From an optimization exercise on the open Yosys and OpenROAD flow, aimed at small area, a short achievable clock period and few clock cycles; shortcuts taken in it are not production practice. In this exercise RTL edits were held to simulation tests only and were not proved equivalent to the original. Power is estimated from default activity; no workload was simulated.

// mvm_accel
module mvm_accel (
  input  wire        clk_main_a0,
  input  wire        rst_main_n_sync,
  input  wire        awvalid,
  input  wire [31:0] awaddr,
  input  wire        wvalid,
  input  wire [31:0] wdata,
  input  wire        bready,
  input  wire        arvalid,
  input  wire [31:0] araddr,
  input  wire        rready,
  output wire        awready,
  output wire        wready,
  output wire        bvalid,
  output wire [1:0]  bresp,
  output wire        arready,
  output wire        rvalid,
  output wire [31:0] rdata,
  output wire [1:0]  rresp
);
export LEC_CHECK = 0
export CAP_MARGIN = 20
export CORE_MARGIN = 2
export CORE_UTILIZATION = 60
export CTS_CLUSTER_DIAMETER = 90
export CTS_CLUSTER_SIZE = 25
export SLEW_MARGIN = 20
create_clock -name core_clock -period 12.0 [get_ports {clk_main_a0}]
standard.sh (not shown) runs the stock make flow with config.mk's settings and CLKGATE_MAP_FILE= SYNTH_SCRIPT=/design/flow/synth_recipe.tcl, a recipe that flattens the netlist after the stock synthesis.
==> flow/flow/run.sh <==
#!/bin/bash
# The standard layout, with timing repair asked to leave more setup slack
# than the clock period needs, so that it also shortens the paths that
# already meet the period, and plain buffers on the ports.
set -euo pipefail
export BUFFER_PORTS_ARGS="-buffer_cell sky130_fd_sc_hd__buf_2"
bash standard.sh SETUP_SLACK_MARGIN=8.35 finish > standard_flow.log 2>&1
Testbench counts at the start, summed over its fixed seeds: cycles 5,974.
Change:
==> flow/flow/run.sh (replaced) <==
#!/bin/bash
# The standard layout with two changes:
# - synthesis is the standard one (synth_recipe.tcl) except that Yosys's
#   generic "synth" command runs without its quick ABC pass, which otherwise
#   reshapes the full-adder logic so that extract_fa leaves an inverter
#   between most full adders; registers, their names and cells are the same;
# - timing repair is asked to leave more setup slack than the clock period
#   needs, so that it also shortens the paths that already meet it;
# and plain buffers on the ports.
set -euo pipefail
sed 's/yosys synth -nofsm -noshare {\*}\$args/yosys synth -nofsm -noshare -noabc {*}$args/' \
  synth_recipe.tcl > flow_synth.tcl
grep -q -- '-noabc' flow_synth.tcl
export BUFFER_PORTS_ARGS="-buffer_cell sky130_fd_sc_hd__buf_2"
bash standard.sh SYNTH_SCRIPT="$PWD/flow_synth.tcl" SETUP_SLACK_MARGIN=8.6 finish > standard_flow.log 2>&1
Effect:
- die area drops by 1.3%
- setup slack improved by 0.044 ns
- routed wire length drops by 5.3%
- fmax rose by 1.2%
- non-clock buffer count grows by 8
- synthesized area fell by 1.3%
- final cell count goes down by 5.0%
- global-route usage is lower by 1.2 points
- cell area is lower by 0.36%
- clock power is lower by about 0.9%


alpha:
Another version of the RTL of mvm_accel (not shown whole).
Size in the first run: ~5400 cells after synthesis, roughly 76000 um^2 of cells after synthesis.
Design mvm_accel, start of the top module:
module mvm_accel (
  input  wire        clk_main_a0,
  input  wire        rst_main_n_sync,
  input  wire        awvalid,
  input  wire [31:0] awaddr,
  input  wire        wvalid,
  input  wire [31:0] wdata,
  input  wire        bready,
  input  wire        arvalid,
  input  wire [31:0] araddr,
  input  wire        rready,
  output wire        awready,
  output wire        wready,
  output wire        bvalid,
  output wire [1:0]  bresp,
  output wire        arready,
  output wire        rvalid,
  output wire [31:0] rdata,
  output wire [1:0]  rresp
);
Settings: LEC_CHECK=0, CAP_MARGIN=20, CORE_MARGIN=2, CORE_UTILIZATION=60, CTS_CLUSTER_DIAMETER=90, CTS_CLUSTER_SIZE=25, SLEW_MARGIN=20; clock period 12.0 ns.
==> flow/flow/run.sh <==
#!/bin/bash
# The standard layout, with timing repair asked to leave more setup slack
# than the clock period needs, so that it also shortens the paths that
# already meet the period, and plain buffers on the ports.
set -euo pipefail
export BUFFER_PORTS_ARGS="-buffer_cell sky130_fd_sc_hd__buf_2"
bash standard.sh SETUP_SLACK_MARGIN=8.35 finish > standard_flow.log 2>&1
Looking at the reports, alpha completed the entire flow and the layout it produced met the timing, design-rule and antenna checks.
Testbench counts of alpha, summed over its fixed seeds: cycles 5,974.
Edits applied to the flow inputs when going from alpha to beta:
- a change of CTS_CLUSTER_SIZE from 25 to 30
- a change of CTS_CLUSTER_DIAMETER from 90 to 100
### Flow results
From alpha to beta, horizontal die dimension did not move at all. The total power reported for beta is smaller than that of alpha by about 2%. In the reports for alpha and beta, the smaller number of global-route vias before repair belongs to beta.
Setup changes, beta to gamma
- a change of CTS_CLUSTER_DIAMETER from 100 to 90
- a change of CTS_CLUSTER_SIZE from 30 to 25
--- a/flow/flow/run.sh
+++ b/flow/flow/run.sh
@@ -6,2 +6,2 @@
 export BUFFER_PORTS_ARGS="-buffer_cell sky130_fd_sc_hd__buf_2"
-bash standard.sh SETUP_SLACK_MARGIN=8.35 finish > standard_flow.log 2>&1
+bash standard.sh SETUP_SLACK_MARGIN=8.45 finish > standard_flow.log 2>&1
--- outcome ---
Shortest period the worst path allows, gamma and beta: larger value in beta. Looking at capturing instance or port of the critical path, the rdata[27] result is from beta; the rdata[23] one comes from gamma. Relative to beta, design area increased by 380 um^2 in gamma. Status: area used by multi-input combinational logic parity (beta, gamma). beta → gamma: area growth from synthesis to layout increased by 0.50 points relative to the old numbers; total power went up 2.2%; global-route met3 utilization decreased 0.28 points. Delta(sequential share of cell area, gamma - beta) < 0. The run showing the greater buffers inserted during post-CTS setup optimization is gamma.

-- afterwards: timing with drivers on the ports --
No port has a modelled driver above. Below, the same layouts with a new extraction and two added sets of constraints. Step 1 (the two cells are an assumption about what drives the block):
set clk [get_ports {clk_main_a0}]
set_driving_cell -lib_cell sky130_fd_sc_hd__clkbuf_16 $clk
set_driving_cell -lib_cell sky130_fd_sc_hd__buf_2 [delete_from_list [all_inputs] $clk]
Step 2 moves the port delays by t, midway between the first and last clock arrival at a register: inputs arrive t later, outputs are due t later. That takes back most of the time a late clock gives input paths. a / b / c = ideal ports / drivers / drivers and shift; a / b = the first two.
run | shift t [ns] | setup slack, ns | latest minus earliest clock arrival (ns) | pins driven straight from the clock port
the first run of note 1 | 0.854 | 8.280 / 8.220 / 7.366 | 0.082 / 0.082 | 1
the second run of note 1 | 0.850 | 8.324 / 8.244 / 7.735 | 0.075 / 0.075 | 1
alpha | 0.848 | 8.233 / 8.156 / 7.519 | 0.093 / 0.094 | 1
beta | 0.831 | 8.267 / 8.189 / 7.543 | 0.080 / 0.081 | 1
gamma | 0.843 | 8.273 / 8.193 / 7.463 | 0.059 / 0.058 | 1
After both steps every run listed still meets setup and hold. For the first run of note 1, which loses most, drivers alone change the setup slack by -0.060 ns; drivers and shift together by -0.914 ns.
